Context: an optimization exercise on an open-source flow, tuned for small area, a short achievable clock period and few clock cycles per item. The choices shown serve that exercise and are no tape-out recipe. At most, simulation tests tie the RTL to the original design; equivalence was not proved. No activity file was given, so power comes from the tool's default toggle rates.

==> inputs of branch raven <==
// mesh_duplicate_filter_relay_unit
module mesh_duplicate_filter_relay_unit #(
  parameter int unsigned ENTRIES = mdfr_pkg::ENTRIES_D
) (
  input  logic                        clk,
  input  logic                        rst,
  input  logic                        cfg_we,
  input  logic [mdfr_pkg::MAC_W-1:0]  cfg_wdata,    
  input  logic                        s_tvalid,
  output logic                        s_tready,
  input  logic [159:0]                s_tdata,      
  input  logic [7:0]                  s_tuser,      
  output logic                        m_tvalid,
  input  logic                        m_tready,
  output logic [7:0]                  m_tdata,      
  output logic [2:0]                  m_tuser       
);
  logic [MAC_W-1:0]   self_mac;
  logic               take;
  logic               v1;
  logic [MAC_W-1:0]   origin1;
  logic [ID_W-1:0]    id1;
  logic               idnz1;
  logic [ACT_W-1:0]   act_new1;    
  logic [ACT_W-1:0]   act_new_in;
  logic               own, dup, ins;
  logic [ENTRIES-1:0] live, live_ins;
  logic [OCC_W-1:0]   occ;
  logic [ACT_W-1:0]   act;
  logic [7:0]         res_data;
  assign take = s_tvalid && s_tready;
  always_comb begin
    if (s_tdata[95:48] == self_mac)          act_new_in = ACT_DELIVER;
    else if (s_tuser == KIND_BCAST)          act_new_in = ACT_BCAST;
    else if (s_tuser == KIND_TARGETED)       act_new_in = ACT_TARGETED;
    else                                     act_new_in = ACT_PASS;
  end
  always_ff @(posedge clk) begin
    if (rst) begin
      self_mac <= '0;
      v1       <= 1'b0;
    end else begin
      if (cfg_we) self_mac <= cfg_wdata;
      v1 <= take;
    end
  end
  always_ff @(posedge clk) begin
    if (take) begin
      origin1  <= s_tdata[47:0];
      id1      <= s_tdata[111:96];
      idnz1    <= (s_tdata[111:96] != '0);
      act_new1 <= act_new_in;
    end
  end
  assign own = (origin1 == self_mac);
  assign ins = v1 && !own && !dup;
  mdfr_store #(.ENTRIES(ENTRIES)) u_store (
    .clk      (clk),
    .rst      (rst),
    .ins      (ins),
    .f_origin (origin1),
    .f_id     (id1),
    .f_idnz   (idnz1),
    .dup      (dup),
    .live     (live),
    .live_ins (live_ins)
  );
  always_comb begin
    occ = '0;
    for (int i = 0; i < ENTRIES; i++) begin
      occ = occ + OCC_W'(ins ? live_ins[i] : live[i]);
    end
  end
  ...
==> module mdfr_store, before the edit <==
module mdfr_store #(
  parameter int unsigned ENTRIES = mdfr_pkg::ENTRIES_D
) (
  input  logic                        clk,
  input  logic                        rst,
  input  logic                        ins,         
  input  logic [mdfr_pkg::MAC_W-1:0]  f_origin,
  input  logic [mdfr_pkg::ID_W-1:0]   f_id,
  input  logic                        f_idnz,      
  output logic                        dup,         
  output logic [ENTRIES-1:0]          live,        
  output logic [ENTRIES-1:0]          live_ins     
);
  logic [mdfr_pkg::MAC_W-1:0] s_origin [ENTRIES];
  logic [mdfr_pkg::ID_W-1:0]  s_id     [ENTRIES];
  logic [ENTRIES-1:0]         nz;
  logic [ENTRIES-1:0]         hit;
  logic [ENTRIES-1:0]         nz_ins;
  always_comb begin
    for (int i = 0; i < ENTRIES; i++) begin
      hit[i] = live[i] && (s_id[i] == f_id) && (s_origin[i] == f_origin);
    end
  end
  assign dup = |hit;
  always_comb begin
    nz_ins[0] = f_idnz;
    for (int i = 1; i < ENTRIES; i++) begin
      nz_ins[i] = live[i-1] || nz[i];
    end
    live_ins[0] = nz_ins[0];
    for (int i = 1; i < ENTRIES; i++) begin
      live_ins[i] = live_ins[i-1] && nz_ins[i];
    end
  end
  always_ff @(posedge clk) begin
    if (ins) begin
      s_origin[0] <= f_origin;
      s_id[0]     <= f_id;
    end
    for (int i = 1; i < ENTRIES; i++) begin
      if (ins && live[i-1]) begin
        s_origin[i] <= s_origin[i-1];
        s_id[i]     <= s_id[i-1];
      end
    end
  end
  always_ff @(posedge clk) begin
    if (rst) begin
      nz   <= '0;
      live <= '0;
    end else if (ins) begin
      nz   <= nz_ins;
      live <= live_ins;
    end
  end
endmodule
==> module mesh_duplicate_filter_relay_unit, before the edit <==
module mesh_duplicate_filter_relay_unit #(
  parameter int unsigned ENTRIES = mdfr_pkg::ENTRIES_D
) (
  input  logic                        clk,
  input  logic                        rst,
  input  logic                        cfg_we,
  input  logic [mdfr_pkg::MAC_W-1:0]  cfg_wdata,    
  input  logic                        s_tvalid,
  output logic                        s_tready,
  input  logic [159:0]                s_tdata,      
  input  logic [7:0]                  s_tuser,      
  output logic                        m_tvalid,
  input  logic                        m_tready,
  output logic [7:0]                  m_tdata,      
  output logic [2:0]                  m_tuser       
);
  logic [MAC_W-1:0]   self_mac;
  logic               take;
  logic               v1;
  logic [MAC_W-1:0]   origin1;
  logic [ID_W-1:0]    id1;
  logic               idnz1;
  logic [ACT_W-1:0]   act_new1;    
  logic [ACT_W-1:0]   act_new_in;
  logic               own, dup, ins;
  logic [ENTRIES-1:0] live, live_ins;
  logic [OCC_W-1:0]   occ;
  logic [ACT_W-1:0]   act;
  logic [7:0]         res_data;
  assign take = s_tvalid && s_tready;
  always_comb begin
    if (s_tdata[95:48] == self_mac)          act_new_in = ACT_DELIVER;
    else if (s_tuser == KIND_BCAST)          act_new_in = ACT_BCAST;
    else if (s_tuser == KIND_TARGETED)       act_new_in = ACT_TARGETED;
    else                                     act_new_in = ACT_PASS;
  end
  always_ff @(posedge clk) begin
    if (rst) begin
      self_mac <= '0;
      v1       <= 1'b0;
    end else begin
      if (cfg_we) self_mac <= cfg_wdata;
      v1 <= take;
    end
  end
  always_ff @(posedge clk) begin
    if (take) begin
      origin1  <= s_tdata[47:0];
      id1      <= s_tdata[111:96];
      idnz1    <= (s_tdata[111:96] != '0);
      act_new1 <= act_new_in;
    end
  end
  assign own = (origin1 == self_mac);
  assign ins = v1 && !own && !dup;
  mdfr_store #(.ENTRIES(ENTRIES)) u_store (
    .clk      (clk),
    .rst      (rst),
    .ins      (ins),
    .f_origin (origin1),
    .f_id     (id1),
    .f_idnz   (idnz1),
    .dup      (dup),
    .live     (live),
    .live_ins (live_ins)
  );
  always_comb begin
    occ = '0;
    for (int i = 0; i < ENTRIES; i++) begin
      occ = occ + OCC_W'(ins ? live_ins[i] : live[i]);
    end
  end
  assign act      = own ? ACT_OWN : (dup ? ACT_DUP : act_new1);
  assign res_data = {act, occ};
  logic [7:0] out_data;
  mdfr_ctrl #(.W(8)) u_ctrl (
    .clk       (clk),
    .rst       (rst),
    .take      (take),
    .push      (v1),
    .push_data (res_data),
    .in_ready  (s_tready),
    .out_valid (m_tvalid),
    .out_ready (m_tready),
    .out_data  (out_data)
  );
  assign m_tuser = out_data[7:5];
  assign m_tdata = {3'b000, out_data[4:0]};
endmodule
make LEC_CHECK=0 CAP_MARGIN=20 CORE_MARGIN=2 CORE_UTILIZATION=40 SLEW_MARGIN=20 finish   # period 6.0 ns
run.sh (not shown) runs the stock make flow with config.mk's settings and CLKGATE_MAP_FILE= SYNTH_SCRIPT=/design/flow/synth_recipe.tcl, a recipe that flattens the netlist after the stock synthesis.
==> branch quartz (differences from branch raven) <==
--- a/flow/design.v
+++ b/flow/design.v
@@ -22,7 +22,7 @@
   input  logic                        rst,
-  input  logic                        ins,         
-  input  logic [mdfr_pkg::MAC_W-1:0]  f_origin,
-  input  logic [mdfr_pkg::ID_W-1:0]   f_id,
-  input  logic                        f_idnz,      
+  input  logic [mdfr_pkg::MAC_W-1:0]  in_origin,
+  input  logic [mdfr_pkg::ID_W-1:0]   in_id,
+  input  logic                        cand,        
   output logic                        dup,         
+  output logic                        ins,         
   output logic [ENTRIES-1:0]          live,        
@@ -33,7 +33,31 @@
   logic [ENTRIES-1:0]         nz;
+  logic [ENTRIES-1:0]         nz_ins;
+  logic [mdfr_pkg::MAC_W-1:0] f_origin;    
+  logic [mdfr_pkg::ID_W-1:0]  f_id;
+  logic                       f_idnz;
+  logic [ENTRIES-1:0]         hit_in;      
+  logic                       hit_prev_in; 
+  logic [ENTRIES-1:0]         hit_r;
+  logic                       hit_prev_r;
+  logic [ENTRIES-1:0]         moved;       
+  logic [ENTRIES-1:0]         shen;
   logic [ENTRIES-1:0]         hit;
-  logic [ENTRIES-1:0]         nz_ins;
   always_comb begin
     for (int i = 0; i < ENTRIES; i++) begin
-      hit[i] = live[i] && (s_id[i] == f_id) && (s_origin[i] == f_origin);
+      hit_in[i] = (s_id[i] == in_id) && (s_origin[i] == in_origin);
+    end
+  end
+  assign hit_prev_in = (f_id == in_id) && (f_origin == in_origin);
+  always_ff @(posedge clk) begin
+    f_origin   <= in_origin;
+    f_id       <= in_id;
+    f_idnz     <= (in_id != '0);
+    hit_r      <= hit_in;
+    hit_prev_r <= hit_prev_in;
+    moved      <= shen;
+  end
+  always_comb begin
+    hit[0] = live[0] && (moved[0] ? hit_prev_r : hit_r[0]);
+    for (int i = 1; i < ENTRIES; i++) begin
+      hit[i] = live[i] && (moved[i] ? hit_r[i-1] : hit_r[i]);
     end
@@ -41,2 +65,9 @@
   assign dup = |hit;
+  assign ins = cand && !dup;
+  always_comb begin
+    shen[0] = ins;
+    for (int i = 1; i < ENTRIES; i++) begin
+      shen[i] = ins && live[i-1];
+    end
+  end
   always_comb begin
@@ -52,3 +83,3 @@
   always_ff @(posedge clk) begin
-    if (ins) begin
+    if (shen[0]) begin
       s_origin[0] <= f_origin;
@@ -57,3 +88,3 @@
     for (int i = 1; i < ENTRIES; i++) begin
-      if (ins && live[i-1]) begin
+      if (shen[i]) begin
         s_origin[i] <= s_origin[i-1];
@@ -137,9 +168,9 @@
   logic               take;
-  logic               v1;
-  logic [MAC_W-1:0]   origin1;
-  logic [ID_W-1:0]    id1;
-  logic               idnz1;
-  logic [ACT_W-1:0]   act_new1;    
+  logic               v2;          
+  logic               cand2;       
+  logic               own2;
+  logic [ACT_W-1:0]   act_new2;    
   logic [ACT_W-1:0]   act_new_in;
-  logic               own, dup, ins;
+  logic               own_in;
+  logic               dup, ins;
   logic [ENTRIES-1:0] live, live_ins;
@@ -147,4 +178,5 @@
   logic [ACT_W-1:0]   act;
-  logic [7:0]         res_data;
-  assign take = s_tvalid && s_tready;
+  logic [7:0]         out_data;
+  assign take   = s_tvalid && s_tready;
+  assign own_in = (s_tdata[47:0] == self_mac);
   always_comb begin
@@ -158,38 +190,38 @@
       self_mac <= '0;
-      v1       <= 1'b0;
+      v2       <= 1'b0;
+      cand2    <= 1'b0;
     end else begin
       if (cfg_we) self_mac <= cfg_wdata;
-      v1 <= take;
-    end
-  end
-  always_ff @(posedge clk) begin
-    if (take) begin
-      origin1  <= s_tdata[47:0];
-      id1      <= s_tdata[111:96];
-      idnz1    <= (s_tdata[111:96] != '0);
-      act_new1 <= act_new_in;
-    end
-  end
-  assign own = (origin1 == self_mac);
-  assign ins = v1 && !own && !dup;
+      v2    <= take;
+      cand2 <= take && !own_in;
+    end
+  end
+  always_ff @(posedge clk) begin
+    own2     <= own_in;
+    act_new2 <= act_new_in;
+  end
   mdfr_store #(.ENTRIES(ENTRIES)) u_store (
-    .clk      (clk),
-    .rst      (rst),
-    .ins      (ins),
-    .f_origin (origin1),
-    .f_id     (id1),
-    .f_idnz   (idnz1),
-    .dup      (dup),
-    .live     (live),
-    .live_ins (live_ins)
+    .clk       (clk),
+    .rst       (rst),
+    .in_origin (s_tdata[47:0]),
+    .in_id     (s_tdata[111:96]),
+    .cand      (cand2),
+    .dup       (dup),
+    .ins       (ins),
+    .live      (live),
+    .live_ins  (live_ins)
   );
-  always_comb begin
-    occ = '0;
-    for (int i = 0; i < ENTRIES; i++) begin
-      occ = occ + OCC_W'(ins ? live_ins[i] : live[i]);
-    end
-  end
-  assign act      = own ? ACT_OWN : (dup ? ACT_DUP : act_new1);
-  assign res_data = {act, occ};
-  logic [7:0] out_data;
+  logic [OCC_W-1:0] occ_old, occ_new;
+  always_comb begin
+    occ_old = '0;
+    occ_new = '0;
+    for (int i = 0; i < ENTRIES - 1; i++) begin
+      if (live[i] && !live[i+1])         occ_old = OCC_W'(i + 1);
+      if (live_ins[i] && !live_ins[i+1]) occ_new = OCC_W'(i + 1);
+    end
+    if (live[ENTRIES-1])     occ_old = OCC_W'(ENTRIES);
+    if (live_ins[ENTRIES-1]) occ_new = OCC_W'(ENTRIES);
+  end
+  assign occ     = ins ? occ_new : occ_old;
+  assign act     = own2 ? ACT_OWN : (dup ? ACT_DUP : act_new2);
   mdfr_ctrl #(.W(8)) u_ctrl (
@@ -198,4 +230,4 @@
     .take      (take),
-    .push      (v1),
-    .push_data (res_data),
+    .push      (v2),
+    .push_data ({act, occ}),
     .in_ready  (s_tready),
==> flow/flow/run.sh (new file) <==
#!/bin/bash
# Standard ORFS layout with two changes: port buffers are the smallest plain buffer (the
# resizer still upsizes where timing needs it) and clock tree synthesis adds no dummy loads.
set -euo pipefail
export BUFFER_PORTS_ARGS="-buffer_cell sky130_fd_sc_hd__buf_1"
export CTS_ARGS="-sink_clustering_enable -repair_clock_nets -sink_clustering_size 25 -sink_clustering_max_diameter 70 -buf_list sky130_fd_sc_hd__clkbuf_16 -dont_use_dummy_load"
bash standard.sh finish > flow.log 2>&1
==> flow/standard.sh (new file) <==
#!/bin/bash
# synth_recipe.tcl (not shown) runs the flow's synth.tcl, then flattens the netlist and writes it again
# the make line also repeats each setting of config.mk as NAME=value (left out here)
make -C /OpenROAD-flow-scripts/flow DESIGN_CONFIG=/design/flow/config.mk WORK_HOME=/design/flow/orfs CLKGATE_MAP_FILE= SYNTH_SCRIPT=/design/flow/synth_recipe.tcl "${@:-finish}"
--- a/flow/config.mk
+++ b/flow/config.mk
@@ -7,5 +7,12 @@
 export LEC_CHECK = 0
+export ABC_AREA = 1
 export CAP_MARGIN = 20
 export CORE_MARGIN = 2
-export CORE_UTILIZATION = 40
+export CORE_UTILIZATION = 50
+export CTS_BUF_LIST = sky130_fd_sc_hd__clkbuf_16
+export CTS_CLUSTER_DIAMETER = 70
+export CTS_CLUSTER_SIZE = 25
+export HOLD_SLACK_MARGIN = 0
+export SETUP_SLACK_MARGIN = 4.0
 export SLEW_MARGIN = 20
+export TNS_END_PERCENT = 0
removed: flow/run.sh
==> branch garnet (differences from branch raven) <==
--- a/flow/design.v
+++ b/flow/design.v
@@ -22,7 +22,7 @@
   input  logic                        rst,
-  input  logic                        ins,         
-  input  logic [mdfr_pkg::MAC_W-1:0]  f_origin,
-  input  logic [mdfr_pkg::ID_W-1:0]   f_id,
-  input  logic                        f_idnz,      
+  input  logic [mdfr_pkg::MAC_W-1:0]  in_origin,
+  input  logic [mdfr_pkg::ID_W-1:0]   in_id,
+  input  logic                        cand,        
   output logic                        dup,         
+  output logic                        ins,         
   output logic [ENTRIES-1:0]          live,        
@@ -33,7 +33,31 @@
   logic [ENTRIES-1:0]         nz;
+  logic [ENTRIES-1:0]         nz_ins;
+  logic [mdfr_pkg::MAC_W-1:0] f_origin;    
+  logic [mdfr_pkg::ID_W-1:0]  f_id;
+  logic                       f_idnz;
+  logic [ENTRIES-1:0]         hit_in;      
+  logic                       hit_prev_in; 
+  logic [ENTRIES-1:0]         hit_r;
+  logic                       hit_prev_r;
+  logic [ENTRIES-1:0]         moved;       
+  logic [ENTRIES-1:0]         shen;
   logic [ENTRIES-1:0]         hit;
-  logic [ENTRIES-1:0]         nz_ins;
   always_comb begin
     for (int i = 0; i < ENTRIES; i++) begin
-      hit[i] = live[i] && (s_id[i] == f_id) && (s_origin[i] == f_origin);
+      hit_in[i] = (s_id[i] == in_id) && (s_origin[i] == in_origin);
+    end
+  end
+  assign hit_prev_in = (f_id == in_id) && (f_origin == in_origin);
+  always_ff @(posedge clk) begin
+    f_origin   <= in_origin;
+    f_id       <= in_id;
+    f_idnz     <= (in_id != '0);
+    hit_r      <= hit_in;
+    hit_prev_r <= hit_prev_in;
+    moved      <= shen;
+  end
+  always_comb begin
+    hit[0] = live[0] && (moved[0] ? hit_prev_r : hit_r[0]);
+    for (int i = 1; i < ENTRIES; i++) begin
+      hit[i] = live[i] && (moved[i] ? hit_r[i-1] : hit_r[i]);
     end
@@ -41,2 +65,9 @@
   assign dup = |hit;
+  assign ins = cand && !dup;
+  always_comb begin
+    shen[0] = ins;
+    for (int i = 1; i < ENTRIES; i++) begin
+      shen[i] = ins && live[i-1];
+    end
+  end
   always_comb begin
@@ -52,3 +83,3 @@
   always_ff @(posedge clk) begin
-    if (ins) begin
+    if (shen[0]) begin
       s_origin[0] <= f_origin;
@@ -57,3 +88,3 @@
     for (int i = 1; i < ENTRIES; i++) begin
-      if (ins && live[i-1]) begin
+      if (shen[i]) begin
         s_origin[i] <= s_origin[i-1];
@@ -137,9 +168,9 @@
   logic               take;
-  logic               v1;
-  logic [MAC_W-1:0]   origin1;
-  logic [ID_W-1:0]    id1;
-  logic               idnz1;
-  logic [ACT_W-1:0]   act_new1;    
+  logic               v2;          
+  logic               cand2;       
+  logic               own2;
+  logic [ACT_W-1:0]   act_new2;    
   logic [ACT_W-1:0]   act_new_in;
-  logic               own, dup, ins;
+  logic               own_in;
+  logic               dup, ins;
   logic [ENTRIES-1:0] live, live_ins;
@@ -147,4 +178,5 @@
   logic [ACT_W-1:0]   act;
-  logic [7:0]         res_data;
-  assign take = s_tvalid && s_tready;
+  logic [7:0]         out_data;
+  assign take   = s_tvalid && s_tready;
+  assign own_in = (s_tdata[47:0] == self_mac);
   always_comb begin
@@ -158,38 +190,38 @@
       self_mac <= '0;
-      v1       <= 1'b0;
+      v2       <= 1'b0;
+      cand2    <= 1'b0;
     end else begin
       if (cfg_we) self_mac <= cfg_wdata;
-      v1 <= take;
-    end
-  end
-  always_ff @(posedge clk) begin
-    if (take) begin
-      origin1  <= s_tdata[47:0];
-      id1      <= s_tdata[111:96];
-      idnz1    <= (s_tdata[111:96] != '0);
-      act_new1 <= act_new_in;
-    end
-  end
-  assign own = (origin1 == self_mac);
-  assign ins = v1 && !own && !dup;
+      v2    <= take;
+      cand2 <= take && !own_in;
+    end
+  end
+  always_ff @(posedge clk) begin
+    own2     <= own_in;
+    act_new2 <= act_new_in;
+  end
   mdfr_store #(.ENTRIES(ENTRIES)) u_store (
-    .clk      (clk),
-    .rst      (rst),
-    .ins      (ins),
-    .f_origin (origin1),
-    .f_id     (id1),
-    .f_idnz   (idnz1),
-    .dup      (dup),
-    .live     (live),
-    .live_ins (live_ins)
+    .clk       (clk),
+    .rst       (rst),
+    .in_origin (s_tdata[47:0]),
+    .in_id     (s_tdata[111:96]),
+    .cand      (cand2),
+    .dup       (dup),
+    .ins       (ins),
+    .live      (live),
+    .live_ins  (live_ins)
   );
-  always_comb begin
-    occ = '0;
-    for (int i = 0; i < ENTRIES; i++) begin
-      occ = occ + OCC_W'(ins ? live_ins[i] : live[i]);
-    end
-  end
-  assign act      = own ? ACT_OWN : (dup ? ACT_DUP : act_new1);
-  assign res_data = {act, occ};
-  logic [7:0] out_data;
+  logic [OCC_W-1:0] occ_old, occ_new;
+  always_comb begin
+    occ_old = '0;
+    occ_new = '0;
+    for (int i = 0; i < ENTRIES - 1; i++) begin
+      if (live[i] && !live[i+1])         occ_old = OCC_W'(i + 1);
+      if (live_ins[i] && !live_ins[i+1]) occ_new = OCC_W'(i + 1);
+    end
+    if (live[ENTRIES-1])     occ_old = OCC_W'(ENTRIES);
+    if (live_ins[ENTRIES-1]) occ_new = OCC_W'(ENTRIES);
+  end
+  assign occ     = ins ? occ_new : occ_old;
+  assign act     = own2 ? ACT_OWN : (dup ? ACT_DUP : act_new2);
   mdfr_ctrl #(.W(8)) u_ctrl (
@@ -198,4 +230,4 @@
     .take      (take),
-    .push      (v1),
-    .push_data (res_data),
+    .push      (v2),
+    .push_data ({act, occ}),
     .in_ready  (s_tready),
==> flow/flow/run.sh (new file) <==
#!/bin/bash
# Standard ORFS layout with two changes: port buffers are the smallest plain buffer (the
# resizer still upsizes where timing needs it) and clock tree synthesis adds no dummy loads.
set -euo pipefail
export BUFFER_PORTS_ARGS="-buffer_cell sky130_fd_sc_hd__buf_1"
export CTS_ARGS="-sink_clustering_enable -repair_clock_nets -sink_clustering_size 25 -sink_clustering_max_diameter 70 -buf_list sky130_fd_sc_hd__clkbuf_16 -dont_use_dummy_load"
bash standard.sh finish > flow.log 2>&1
==> flow/standard.sh (new file) <==
#!/bin/bash
# synth_recipe.tcl (not shown) runs the flow's synth.tcl, then flattens the netlist and writes it again
# the make line also repeats each setting of config.mk as NAME=value (left out here)
make -C /OpenROAD-flow-scripts/flow DESIGN_CONFIG=/design/flow/config.mk WORK_HOME=/design/flow/orfs CLKGATE_MAP_FILE= SYNTH_SCRIPT=/design/flow/synth_recipe.tcl "${@:-finish}"
--- a/flow/config.mk
+++ b/flow/config.mk
@@ -7,5 +7,12 @@
 export LEC_CHECK = 0
+export ABC_AREA = 1
 export CAP_MARGIN = 20
 export CORE_MARGIN = 2
-export CORE_UTILIZATION = 40
+export CORE_UTILIZATION = 65
+export CTS_BUF_LIST = sky130_fd_sc_hd__clkbuf_16
+export CTS_CLUSTER_DIAMETER = 70
+export CTS_CLUSTER_SIZE = 25
+export HOLD_SLACK_MARGIN = 0
+export SETUP_SLACK_MARGIN = 4.0
 export SLEW_MARGIN = 20
+export TNS_END_PERCENT = 5
removed: flow/run.sh
==> qor summary <==
quantity                                    branch quartz        branch garnet             branch raven
Effective utilization at floorplan                  0.504                0.658                    0.403
Worst reg-to-reg setup slack                      3.63 ns              3.59 ns                 -0.38 ns
Layout Cells excl Fill                               5518                 5353                     6307
Row count                                             118                  103                      131
Cell area power density                       279 nW/um^2          267 nW/um^2              304 nW/um^2
Sequential fraction of design power                 0.597                0.598                    0.456
Register area share after synthesis                 0.676                0.676                    0.685
Worst Hold Launch                    u_store.f_origin[21]  u_store.f_origin[2]  u_store.s_origin[2][18]
Crit path buffers/inverters                             1                    1                        6
Tap cell instance count                              1380                 1050                     1662
Diodes inserted                                         1                    4                        2
Placed Instances                                     5326                 5001                     6036
Result of the run                timing/DRC/antenna clean  timing/DRC/antenna clean          failed layout checks
Violated checks                                         -                    -     negative setup slack
ClkCell Share                                      0.0302               0.0244                   0.0615
Testbench counts of branch quartz, summed over its fixed seeds: cycles 3,216, items 3,200.
Testbench counts of branch garnet, summed over its fixed seeds: cycles 3,216, items 3,200.
The RTL of branch raven was laid out without a check of its function.

## afterwards: timing with drivers on the ports
In the flow no input, the clock included, has a driving cell. The finished layouts below were timed again as built, in two steps.
Step 1 (the two cells are an assumption about what drives the block):
set clk [get_ports {clk}]
set_driving_cell -lib_cell sky130_fd_sc_hd__clkbuf_16 $clk
set_driving_cell -lib_cell sky130_fd_sc_hd__buf_2 [delete_from_list [all_inputs] $clk]
Step 2 moves the port delays by t, midway between the first and last clock arrival at a register: inputs arrive t later, outputs are due t later. That takes back most of the time a late clock gives input paths.
a / b / c = ideal / step 1 / step 2; a / b = the first two.
run | t (ns) | setup slack, ns | clock arrival spread, ns | worst slew at a driven data input, ns
branch raven | 0.843 | -0.375 / -0.375 / -0.375 | 0.034 / 0.033 | 0.06
branch quartz | 0.712 | 3.551 / 3.566 / 2.884 | 0.075 / 0.076 | 0.11
branch garnet | 0.720 | 3.569 / 3.499 / 2.877 | 0.046 / 0.046 | 0.13
For branch garnet, which loses most, drivers alone change the setup slack by -0.070 ns; drivers and shift together by -0.692 ns.
